Background: an optimization exercise with open tools, aiming at small area, a short achievable clock period and few clock cycles per item. Do not read the settings as production practice. The RTL was checked by simulation tests, not by an equivalence proof against the original design. No activity file was given, so power comes from the tool's default toggle rates.

==> exp/indigo: inputs <==
// conv_pair_top
module conv_pair_top (
    input  logic                 clk_i,
    input  logic                 reset_i,
    input  logic                 win_valid_i,
    input  logic [127:0]         win_i,            
    output logic                 credit_o,
    input  logic                 credit_i,
    output logic                 result_valid_o,
    output logic [31:0]          result_o          
);
    logic [1:0][16:0] row_raw;     
    logic [15:0] pa0;
    logic [15:0] pb0;
    logic [15:0] pc0;
    logic [15:0] pd0;
    logic [4:0] v0;
    logic [3:0] u0;
    logic s0_1;
    logic k0_2;
    logic s0_3;
    logic k0_4;
    logic s0_5;
    logic k0_6;
    logic s0_7;
    logic k0_8;
    logic s0_9;
    logic k0_10;
    logic s0_11;
    logic k0_12;
    logic s0_13;
    logic k0_14;
    logic s0_15;
    logic k0_16;
    logic s0_17;
    logic k0_18;
    logic s0_19;
    logic k0_20;
    logic s0_21;
    logic k0_22;
    logic s0_23;
    logic k0_24;
    logic s0_25;
    logic k0_26;
    logic s0_27;
    logic k0_28;
    logic s0_29;
    logic k0_30;
    logic s0_31;
    logic k0_32;
    logic s0_33;
    logic k0_34;
    logic s0_35;
    logic k0_36;
    logic s0_37;
    logic k0_38;
    logic s0_39;
    logic k0_40;
    logic s0_41;
    logic k0_42;
    logic s0_43;
    logic k0_44;
    logic s0_45;
    logic k0_46;
    logic s0_47;
    logic k0_48;
    logic s0_49;
    logic k0_50;
    logic s0_51;
    logic k0_52;
    logic s0_53;
    logic k0_54;
    logic s0_55;
    logic k0_56;
    logic s0_57;
    logic k0_58;
    logic s0_59;
    logic k0_60;
    logic s0_61;
    logic k0_62;
    logic s0_63;
    logic k0_64;
    logic s0_65;
    logic k0_66;
    logic s0_67;
    logic k0_68;
    logic s0_69;
    logic k0_70;
    logic s0_71;
    logic k0_72;
    logic s0_73;
    logic k0_74;
    logic s0_75;
    logic k0_76;
    logic s0_77;
    logic k0_78;
    logic s0_79;
    logic k0_80;
    logic s0_81;
    logic k0_82;
  ...
export LEC_CHECK = 0
export CAP_MARGIN = 20
export CORE_MARGIN = 2
export CORE_UTILIZATION = 65
export CTS_BUF_LIST = sky130_fd_sc_hd__clkbuf_4 sky130_fd_sc_hd__clkbuf_8
export SETUP_SLACK_MARGIN = 5.0
export SLEW_MARGIN = 20
export SYNTH_HIERARCHICAL = 1
export SYNTH_MINIMUM_KEEP_SIZE = 0
create_clock -name core_clock -period 10.0 [get_ports {clk_i}]
standard.sh (not shown) runs the stock make flow with config.mk's settings and CLKGATE_MAP_FILE= SYNTH_SCRIPT=/design/flow/synth_recipe.tcl, a recipe that flattens the netlist after the stock synthesis.
==> flow/flow/run.sh <==
#!/bin/bash
set -euo pipefail
bash standard.sh SETUP_SLACK_MARGIN=6.0 BUFFER_PORTS_ARGS="-buffer_cell sky130_fd_sc_hd__buf_2" finish > make.log 2>&1
==> exp/amber (differences from exp/indigo) <==
==> flow/flow/run.sh (replaced) <==
#!/bin/bash
# Standard layout (the standard.sh, all ORFS steps), except that the port buffers are
# buf_2 cells instead of the delay buffers buffer_ports picks by default.
# Each tool's full output is in orfs/logs/; make's own output is in make.log.
set -euo pipefail
bash standard.sh BUFFER_PORTS_ARGS="-buffer_cell sky130_fd_sc_hd__buf_2" finish > make.log 2>&1
==> summary of the runs <==
- In exp/indigo the design area is larger than in exp/amber, by about 11%.
- In exp/amber the via count is smaller than in exp/indigo, by about 7%.
- Synthesized cell count is the same in exp/amber and exp/indigo.
- Between exp/amber and exp/indigo, the lower power is in exp/amber (gap 17%, measured against exp/indigo).
- Synthesized area is the same in exp/amber and exp/indigo.
- Between exp/amber and exp/indigo, the lower cell count is in exp/amber (gap about 4%, measured against exp/indigo).
==> figures <==
quantity	exp/indigo	exp/amber
Worst reg2reg path startpoint	rd_ptr$_SDFFE_PP0P_	out_credits[0]$_SDFFE_PP0P_
Slowest-stage cell, CP	fa_2	fa_1
Achievable frequency	213 MHz	205 MHz
Initial antenna violation count	0	2
Final Cycle Share	47.1%	48.7%
Worst clock skew	0.0114 ns	0.00922 ns
Hold Slack	0.508 ns	0.507 ns
Setup repair after global routing missed its margin	true	false
Cell Int Power	1550 uW	1330 uW
Routability cong.	0.937	0.880
Setup Slack @ Placement	4.73 ns	4.52 ns
Highest fanout seen on the critical path	3	4
Run status	finished clean	finished clean
Cts repair resizes	83	2
Testbench counts of exp/indigo, summed over its fixed seeds: cycles 968, items 960.
Testbench counts of exp/amber, summed over its fixed seeds: cycles 968, items 960.

---

==> inputs of run a <==
conv_pair_top, a different RTL version from the one above (not shown whole).
==> flow/config.mk <==
export PLATFORM = sky130hd
export DESIGN_NAME = conv_pair_top
export DESIGN_NICKNAME = conv_pair_top
export VERILOG_FILES = /design/flow/design.v
export SDC_FILE = /design/flow/constraint.sdc
export NUM_CORES = 4
export LEC_CHECK = 0
export CAP_MARGIN = 20
export CORE_MARGIN = 2
export CORE_UTILIZATION = 50
export CTS_BUF_LIST = sky130_fd_sc_hd__clkbuf_4 sky130_fd_sc_hd__clkbuf_8
export PLACE_DENSITY = 0.75
export SETUP_SLACK_MARGIN = 5.0
export SLEW_MARGIN = 20
export SYNTH_HIERARCHICAL = 1
export SYNTH_MINIMUM_KEEP_SIZE = 0
==> flow/constraint.sdc <==
create_clock -name core_clock -period 10.0 [get_ports {clk_i}]
set_input_delay 2.0000 -clock core_clock [delete_from_list [all_inputs] [get_ports {clk_i}]]
set_output_delay 2.0000 -clock core_clock [all_outputs]
set_load 0.01 [all_outputs]
==> flow/flow/run.sh <==
#!/bin/bash
set -euo pipefail
bash standard.sh SETUP_SLACK_MARGIN=5.2 BUFFER_PORTS_ARGS="-buffer_cell sky130_fd_sc_hd__buf_1" finish > make.log 2>&1
==> run b: changes against run a <==
--- a/flow/design.v
+++ b/flow/design.v
@@ -63,12 +63,13 @@
     logic [1:0][16:0] row_raw;     
     logic [15:0] pa0;
     logic [15:0] pb0;
     logic [15:0] pc0;
     logic [15:0] pd0;
     logic [4:0] v0;
+    logic [3:0] u0;
     logic s0_1;
     logic k0_2;
     logic s0_3;
     logic k0_4;
     logic s0_5;
     logic k0_6;
@@ -272,12 +273,13 @@
     logic neg0, nz0;
     logic [15:0] pa1;
     logic [15:0] pb1;
     logic [15:0] pc1;
     logic [15:0] pd1;
     logic [4:0] v1;
+    logic [3:0] u1;
     logic s1_197;
     logic k1_198;
     logic s1_199;
     logic k1_200;
     logic s1_201;
     logic k1_202;
@@ -481,12 +483,13 @@
     logic neg1, nz1;
     assign pa0 = win_i[0 +: 16];   
     assign pb0 = win_i[16 +: 16];   
     assign pc0 = win_i[48 +: 16];   
     assign pd0 = win_i[64 +: 16];   
     conv_sign_word i_v0 (.a15(pa0[15]), .b15(pb0[15]), .c15(pc0[15]), .d15(pd0[15]), .v(v0));
+    assign u0 = 4'd1 - {3'd0, pa0[15]} + 4'd3 * {3'd0, pb0[15]} + 4'd3 * {3'd0, pc0[15]} + 4'd2 * {3'd0, pd0[15]};
     assign s0_1 = ~(pb0[0] ^ pc0[0]);
     assign k0_2 = pb0[0] | pc0[0];
     assign s0_3 = ~(pb0[1] ^ pb0[0]);
     assign k0_4 = pb0[1] | pb0[0];
     conv_fa i_s0_5 (.a(pc0[1]), .b(pc0[0]), .c(pd0[0]), .s(s0_5), .co(k0_6));
     conv_fa i_s0_7 (.a(~pa0[1]), .b(k0_2), .c(s0_3), .s(s0_7), .co(k0_8));
@@ -594,13 +597,13 @@
     conv_nand2 i_gn0_0 (.a(~pa0[0]), .b(s0_1), .y(gn0[0]));
     conv_nor2 i_tn0_0 (.a(~pa0[0]), .b(s0_1), .y(tn0[0]));
     conv_xor2 i_p0_0 (.a(~pa0[0]), .b(s0_1), .y(p0[0]));
     conv_nand2 i_gn0_1 (.a(s0_5), .b(s0_7), .y(gn0[1]));
     conv_nor2 i_tn0_1 (.a(s0_5), .b(s0_7), .y(tn0[1]));
     conv_xor2 i_p0_1 (.a(s0_5), .b(s0_7), .y(p0[1]));
-    assign gn0[2] = 1'b1;
+    assign gn0[2] = ~(s0_15 & 1'b0);
     assign tn0[2] = ~(s0_15 | 1'b0);
     assign p0[2] = s0_15 ^ 1'b0;
     conv_nand2 i_gn0_3 (.a(k0_16), .b(s0_23), .y(gn0[3]));
     conv_nor2 i_tn0_3 (.a(k0_16), .b(s0_23), .y(tn0[3]));
     conv_xor2 i_p0_3 (.a(k0_16), .b(s0_23), .y(p0[3]));
     conv_nand2 i_gn0_4 (.a(k0_24), .b(s0_31), .y(gn0[4]));
@@ -635,13 +638,13 @@
     conv_xor2 i_p0_13 (.a(k0_96), .b(s0_103), .y(p0[13]));
     conv_nand2 i_gn0_14 (.a(k0_104), .b(s0_111), .y(gn0[14]));
     conv_nor2 i_tn0_14 (.a(k0_104), .b(s0_111), .y(tn0[14]));
     conv_xor2 i_p0_14 (.a(k0_104), .b(s0_111), .y(p0[14]));
     conv_oai21 i_n0_121 (.a1(tn0[1]), .a2(gn0[0]), .b1(gn0[1]), .y(n0_121));
     conv_nor2 i_n0_122 (.a(tn0[1]), .b(tn0[0]), .y(n0_122));
-    assign n0_123 = ~((tn0[3] | 1'b1) & gn0[3]);
+    conv_oai21 i_n0_123 (.a1(tn0[3]), .a2(gn0[2]), .b1(gn0[3]), .y(n0_123));
     conv_nor2 i_n0_124 (.a(tn0[3]), .b(tn0[2]), .y(n0_124));
     conv_oai21 i_n0_125 (.a1(tn0[5]), .a2(gn0[4]), .b1(gn0[5]), .y(n0_125));
     conv_nor2 i_n0_126 (.a(tn0[5]), .b(tn0[4]), .y(n0_126));
     conv_oai21 i_n0_127 (.a1(tn0[7]), .a2(gn0[6]), .b1(gn0[7]), .y(n0_127));
     conv_nor2 i_n0_128 (.a(tn0[7]), .b(tn0[6]), .y(n0_128));
     conv_oai21 i_n0_129 (.a1(tn0[9]), .a2(gn0[8]), .b1(gn0[9]), .y(n0_129));
@@ -649,13 +652,13 @@
     conv_oai21 i_n0_131 (.a1(tn0[11]), .a2(gn0[10]), .b1(gn0[11]), .y(n0_131));
     conv_nor2 i_n0_132 (.a(tn0[11]), .b(tn0[10]), .y(n0_132));
     conv_oai21 i_n0_133 (.a1(tn0[13]), .a2(gn0[12]), .b1(gn0[13]), .y(n0_133));
     conv_nor2 i_n0_134 (.a(tn0[13]), .b(tn0[12]), .y(n0_134));
     conv_inv i_n0_135 (.a(n0_121), .y(n0_135));
     conv_inv i_n0_136 (.a(n0_122), .y(n0_136));
-    assign n0_137 = ~((tn0[2] | n0_135) & 1'b1);
+    conv_oai21 i_n0_137 (.a1(tn0[2]), .a2(n0_135), .b1(gn0[2]), .y(n0_137));
     conv_nor2 i_n0_138 (.a(tn0[2]), .b(n0_136), .y(n0_138));
     conv_aoi21 i_n0_139 (.a1(n0_124), .a2(n0_121), .b1(n0_123), .y(n0_139));
     conv_nand2 i_n0_140 (.a(n0_124), .b(n0_122), .y(n0_140));
     conv_inv i_n0_141 (.a(n0_125), .y(n0_141));
     conv_inv i_n0_142 (.a(n0_126), .y(n0_142));
     conv_oai21 i_n0_143 (.a1(tn0[6]), .a2(n0_141), .b1(gn0[6]), .y(n0_143));
@@ -727,21 +730,21 @@
     conv_nand2 i_hgn0_1 (.a(k0_118), .b(s0_119), .y(hgn0[1]));
     conv_nor2 i_htn0_1 (.a(k0_118), .b(s0_119), .y(htn0[1]));
     conv_xor2 i_hp0_1 (.a(k0_118), .b(s0_119), .y(hp0[1]));
     conv_nand2 i_hgn0_2 (.a(v0[2]), .b(k0_120), .y(hgn0[2]));
     conv_nor2 i_htn0_2 (.a(v0[2]), .b(k0_120), .y(htn0[2]));
     conv_xor2 i_hp0_2 (.a(v0[2]), .b(k0_120), .y(hp0[2]));
-    assign hgn0[3] = 1'b1;
+    assign hgn0[3] = ~(v0[3] & 1'b0);
     assign htn0[3] = ~(v0[3] | 1'b0);
     assign hp0[3] = v0[3] ^ 1'b0;
-    assign hgn0[4] = 1'b1;
+    assign hgn0[4] = ~(v0[4] & 1'b0);
     assign htn0[4] = ~(v0[4] | 1'b0);
     assign hp0[4] = v0[4] ^ 1'b0;
     conv_oai21 i_n0_191 (.a1(htn0[1]), .a2(hgn0[0]), .b1(hgn0[1]), .y(n0_191));
     conv_nor2 i_n0_192 (.a(htn0[1]), .b(htn0[0]), .y(n0_192));
-    assign n0_193 = ~((htn0[3] | hgn0[2]) & 1'b1);
+    conv_oai21 i_n0_193 (.a1(htn0[3]), .a2(hgn0[2]), .b1(hgn0[3]), .y(n0_193));
     conv_nor2 i_n0_194 (.a(htn0[3]), .b(htn0[2]), .y(n0_194));
     conv_aoi21 i_n0_195 (.a1(n0_194), .a2(n0_191), .b1(n0_193), .y(n0_195));
     conv_nand2 i_n0_196 (.a(n0_194), .b(n0_192), .y(n0_196));
     assign neg0_0 = hp0[4] ^ ~n0_195;
     assign neg1_0 = hp0[4] ^ ~(n0_195 & n0_196);
     conv_mux2i i_neg0 (.a0(neg0_0), .a1(neg1_0), .s(n0_189), .y(neg0));   
@@ -751,12 +754,13 @@
     assign row_raw[0] = {neg0, nz0, lo0};
     assign pa1 = win_i[32 +: 16];   
     assign pb1 = win_i[48 +: 16];   
     assign pc1 = win_i[80 +: 16];   
     assign pd1 = win_i[96 +: 16];   
     conv_sign_word i_v1 (.a15(pa1[15]), .b15(pb1[15]), .c15(pc1[15]), .d15(pd1[15]), .v(v1));
+    assign u1 = 4'd1 - {3'd0, pa1[15]} + 4'd3 * {3'd0, pb1[15]} + 4'd3 * {3'd0, pc1[15]} + 4'd2 * {3'd0, pd1[15]};
     assign s1_197 = ~(pb1[0] ^ pc1[0]);
     assign k1_198 = pb1[0] | pc1[0];
     assign s1_199 = ~(pb1[1] ^ pb1[0]);
     assign k1_200 = pb1[1] | pb1[0];
     conv_fa i_s1_201 (.a(pc1[1]), .b(pc1[0]), .c(pd1[0]), .s(s1_201), .co(k1_202));
     conv_fa i_s1_203 (.a(~pa1[1]), .b(k1_198), .c(s1_199), .s(s1_203), .co(k1_204));
@@ -864,13 +868,13 @@
     conv_nand2 i_gn1_0 (.a(~pa1[0]), .b(s1_197), .y(gn1[0]));
     conv_nor2 i_tn1_0 (.a(~pa1[0]), .b(s1_197), .y(tn1[0]));
     conv_xor2 i_p1_0 (.a(~pa1[0]), .b(s1_197), .y(p1[0]));
     conv_nand2 i_gn1_1 (.a(s1_201), .b(s1_203), .y(gn1[1]));
     conv_nor2 i_tn1_1 (.a(s1_201), .b(s1_203), .y(tn1[1]));
     conv_xor2 i_p1_1 (.a(s1_201), .b(s1_203), .y(p1[1]));
-    assign gn1[2] = 1'b1;
+    assign gn1[2] = ~(s1_211 & 1'b0);
     assign tn1[2] = ~(s1_211 | 1'b0);
     assign p1[2] = s1_211 ^ 1'b0;
     conv_nand2 i_gn1_3 (.a(k1_212), .b(s1_219), .y(gn1[3]));
     conv_nor2 i_tn1_3 (.a(k1_212), .b(s1_219), .y(tn1[3]));
     conv_xor2 i_p1_3 (.a(k1_212), .b(s1_219), .y(p1[3]));
     conv_nand2 i_gn1_4 (.a(k1_220), .b(s1_227), .y(gn1[4]));
@@ -905,13 +909,13 @@
     conv_xor2 i_p1_13 (.a(k1_292), .b(s1_299), .y(p1[13]));
     conv_nand2 i_gn1_14 (.a(k1_300), .b(s1_307), .y(gn1[14]));
     conv_nor2 i_tn1_14 (.a(k1_300), .b(s1_307), .y(tn1[14]));
     conv_xor2 i_p1_14 (.a(k1_300), .b(s1_307), .y(p1[14]));
     conv_oai21 i_n1_317 (.a1(tn1[1]), .a2(gn1[0]), .b1(gn1[1]), .y(n1_317));
     conv_nor2 i_n1_318 (.a(tn1[1]), .b(tn1[0]), .y(n1_318));
-    assign n1_319 = ~((tn1[3] | 1'b1) & gn1[3]);
+    conv_oai21 i_n1_319 (.a1(tn1[3]), .a2(gn1[2]), .b1(gn1[3]), .y(n1_319));
     conv_nor2 i_n1_320 (.a(tn1[3]), .b(tn1[2]), .y(n1_320));
     conv_oai21 i_n1_321 (.a1(tn1[5]), .a2(gn1[4]), .b1(gn1[5]), .y(n1_321));
     conv_nor2 i_n1_322 (.a(tn1[5]), .b(tn1[4]), .y(n1_322));
     conv_oai21 i_n1_323 (.a1(tn1[7]), .a2(gn1[6]), .b1(gn1[7]), .y(n1_323));
     conv_nor2 i_n1_324 (.a(tn1[7]), .b(tn1[6]), .y(n1_324));
     conv_oai21 i_n1_325 (.a1(tn1[9]), .a2(gn1[8]), .b1(gn1[9]), .y(n1_325));
@@ -919,13 +923,13 @@
     conv_oai21 i_n1_327 (.a1(tn1[11]), .a2(gn1[10]), .b1(gn1[11]), .y(n1_327));
     conv_nor2 i_n1_328 (.a(tn1[11]), .b(tn1[10]), .y(n1_328));
     conv_oai21 i_n1_329 (.a1(tn1[13]), .a2(gn1[12]), .b1(gn1[13]), .y(n1_329));
     conv_nor2 i_n1_330 (.a(tn1[13]), .b(tn1[12]), .y(n1_330));
     conv_inv i_n1_331 (.a(n1_317), .y(n1_331));
     conv_inv i_n1_332 (.a(n1_318), .y(n1_332));
-    assign n1_333 = ~((tn1[2] | n1_331) & 1'b1);
+    conv_oai21 i_n1_333 (.a1(tn1[2]), .a2(n1_331), .b1(gn1[2]), .y(n1_333));
     conv_nor2 i_n1_334 (.a(tn1[2]), .b(n1_332), .y(n1_334));
     conv_aoi21 i_n1_335 (.a1(n1_320), .a2(n1_317), .b1(n1_319), .y(n1_335));
     conv_nand2 i_n1_336 (.a(n1_320), .b(n1_318), .y(n1_336));
     conv_inv i_n1_337 (.a(n1_321), .y(n1_337));
     conv_inv i_n1_338 (.a(n1_322), .y(n1_338));
     conv_oai21 i_n1_339 (.a1(tn1[6]), .a2(n1_337), .b1(gn1[6]), .y(n1_339));
@@ -997,21 +1001,21 @@
     conv_nand2 i_hgn1_1 (.a(k1_314), .b(s1_315), .y(hgn1[1]));
     conv_nor2 i_htn1_1 (.a(k1_314), .b(s1_315), .y(htn1[1]));
     conv_xor2 i_hp1_1 (.a(k1_314), .b(s1_315), .y(hp1[1]));
     conv_nand2 i_hgn1_2 (.a(v1[2]), .b(k1_316), .y(hgn1[2]));
     conv_nor2 i_htn1_2 (.a(v1[2]), .b(k1_316), .y(htn1[2]));
     conv_xor2 i_hp1_2 (.a(v1[2]), .b(k1_316), .y(hp1[2]));
-    assign hgn1[3] = 1'b1;
+    assign hgn1[3] = ~(v1[3] & 1'b0);
     assign htn1[3] = ~(v1[3] | 1'b0);
     assign hp1[3] = v1[3] ^ 1'b0;
-    assign hgn1[4] = 1'b1;
+    assign hgn1[4] = ~(v1[4] & 1'b0);
     assign htn1[4] = ~(v1[4] | 1'b0);
     assign hp1[4] = v1[4] ^ 1'b0;
     conv_oai21 i_n1_387 (.a1(htn1[1]), .a2(hgn1[0]), .b1(hgn1[1]), .y(n1_387));
     conv_nor2 i_n1_388 (.a(htn1[1]), .b(htn1[0]), .y(n1_388));
-    assign n1_389 = ~((htn1[3] | hgn1[2]) & 1'b1);
+    conv_oai21 i_n1_389 (.a1(htn1[3]), .a2(hgn1[2]), .b1(hgn1[3]), .y(n1_389));
     conv_nor2 i_n1_390 (.a(htn1[3]), .b(htn1[2]), .y(n1_390));
     conv_aoi21 i_n1_391 (.a1(n1_390), .a2(n1_387), .b1(n1_389), .y(n1_391));
     conv_nand2 i_n1_392 (.a(n1_390), .b(n1_388), .y(n1_392));
     assign neg0_1 = hp1[4] ^ ~n1_391;
     assign neg1_1 = hp1[4] ^ ~(n1_391 & n1_392);
     conv_mux2i i_neg1 (.a0(neg0_1), .a1(neg1_1), .s(n1_385), .y(neg1));   
==> flow/flow/run.sh (replaced) <==
#!/bin/bash
set -euo pipefail
bash standard.sh SETUP_SLACK_MARGIN=5.3 BUFFER_PORTS_ARGS="-buffer_cell sky130_fd_sc_hd__buf_1" finish > make.log 2>&1
==> flow/config.mk (replaced) <==
export PLATFORM = sky130hd
export DESIGN_NAME = conv_pair_top
export DESIGN_NICKNAME = conv_pair_top
export VERILOG_FILES = /design/flow/design.v
export SDC_FILE = /design/flow/constraint.sdc
export NUM_CORES = 4
export LEC_CHECK = 0
export CAP_MARGIN = 20
export CORE_MARGIN = 2
export CORE_UTILIZATION = 55
export CTS_BUF_LIST = sky130_fd_sc_hd__clkbuf_4 sky130_fd_sc_hd__clkbuf_8
export SETUP_SLACK_MARGIN = 5.0
export SLEW_MARGIN = 20
export SYNTH_HIERARCHICAL = 1
export SYNTH_MINIMUM_KEEP_SIZE = 0
==> run c: changes against run a <==
==> flow/flow/run.sh (replaced) <==
#!/bin/bash
set -euo pipefail
bash standard.sh SETUP_SLACK_MARGIN=5.3 BUFFER_PORTS_ARGS="-buffer_cell sky130_fd_sc_hd__buf_1" finish > make.log 2>&1
==> flow/config.mk (replaced) <==
export PLATFORM = sky130hd
export DESIGN_NAME = conv_pair_top
export DESIGN_NICKNAME = conv_pair_top
export VERILOG_FILES = /design/flow/design.v
export SDC_FILE = /design/flow/constraint.sdc
export NUM_CORES = 4
export LEC_CHECK = 0
export CAP_MARGIN = 20
export CORE_MARGIN = 2
export CORE_UTILIZATION = 60
export CTS_BUF_LIST = sky130_fd_sc_hd__clkbuf_4 sky130_fd_sc_hd__clkbuf_8
export PLACE_DENSITY = 0.7
export SETUP_SLACK_MARGIN = 5.0
export SLEW_MARGIN = 20
export SYNTH_HIERARCHICAL = 1
export SYNTH_MINIMUM_KEEP_SIZE = 0
==> summary of the runs <==
- Synthesized cell count is the same in run c and run a.
- Sequential share of layout area: run a is higher than run b (0.41 points).
- Via count: run b is higher than run a (about 0.6%).
- Run c ran to the end with no violations. Run a went through all stages and came out clean. Run b ran to the end with no violations.
- Total power: run a is larger than run b (0.72%).
- The highest utilization belongs to run c, the lowest to run a.
- Global-route usage: run a < run b < run c.
Testbench counts of run a, summed over its fixed seeds: cycles 968, items 960.
Testbench counts of run b, summed over its fixed seeds: cycles 968, items 960.
Testbench counts of run c, summed over its fixed seeds: cycles 968, items 960.

separate check: timing with driven ports:
Ports are ideal in the flow. The routed layouts listed here were re-timed in OpenROAD.
Step 1 (the two cells are an assumption about what drives the block):
set clk [get_ports {clk_i}]
set_driving_cell -lib_cell sky130_fd_sc_hd__clkbuf_16 $clk
set_driving_cell -lib_cell sky130_fd_sc_hd__buf_2 [delete_from_list [all_inputs] $clk]
Step 2 adds t to the input delays and takes it off the output delays; t is the mean of the earliest and latest rising clock arrival at the registers after step 1. Input paths then give back, and output paths get back, about the clock's delay inside the block.
Three values: ideal ports, drivers, drivers and shift; two values: the first two.
run | shift t [ns] | setup WS [ns] | pins driven straight from the clock port
exp/indigo | 0.394 | 5.294 / 5.286 / 4.893 | 1
exp/amber | 0.389 | 5.125 / 5.142 / 4.753 | 1
run a | 0.391 | 5.319 / 5.315 / 4.924 | 1
run b | 0.391 | 5.353 / 5.364 / 4.974 | 1
run c | 0.381 | 5.391 / 5.403 / 5.022 | 1
After both steps setup and hold are still met in every run listed. For exp/indigo, which loses most, drivers alone change the setup slack by -0.008 ns; drivers and shift together by -0.401 ns.
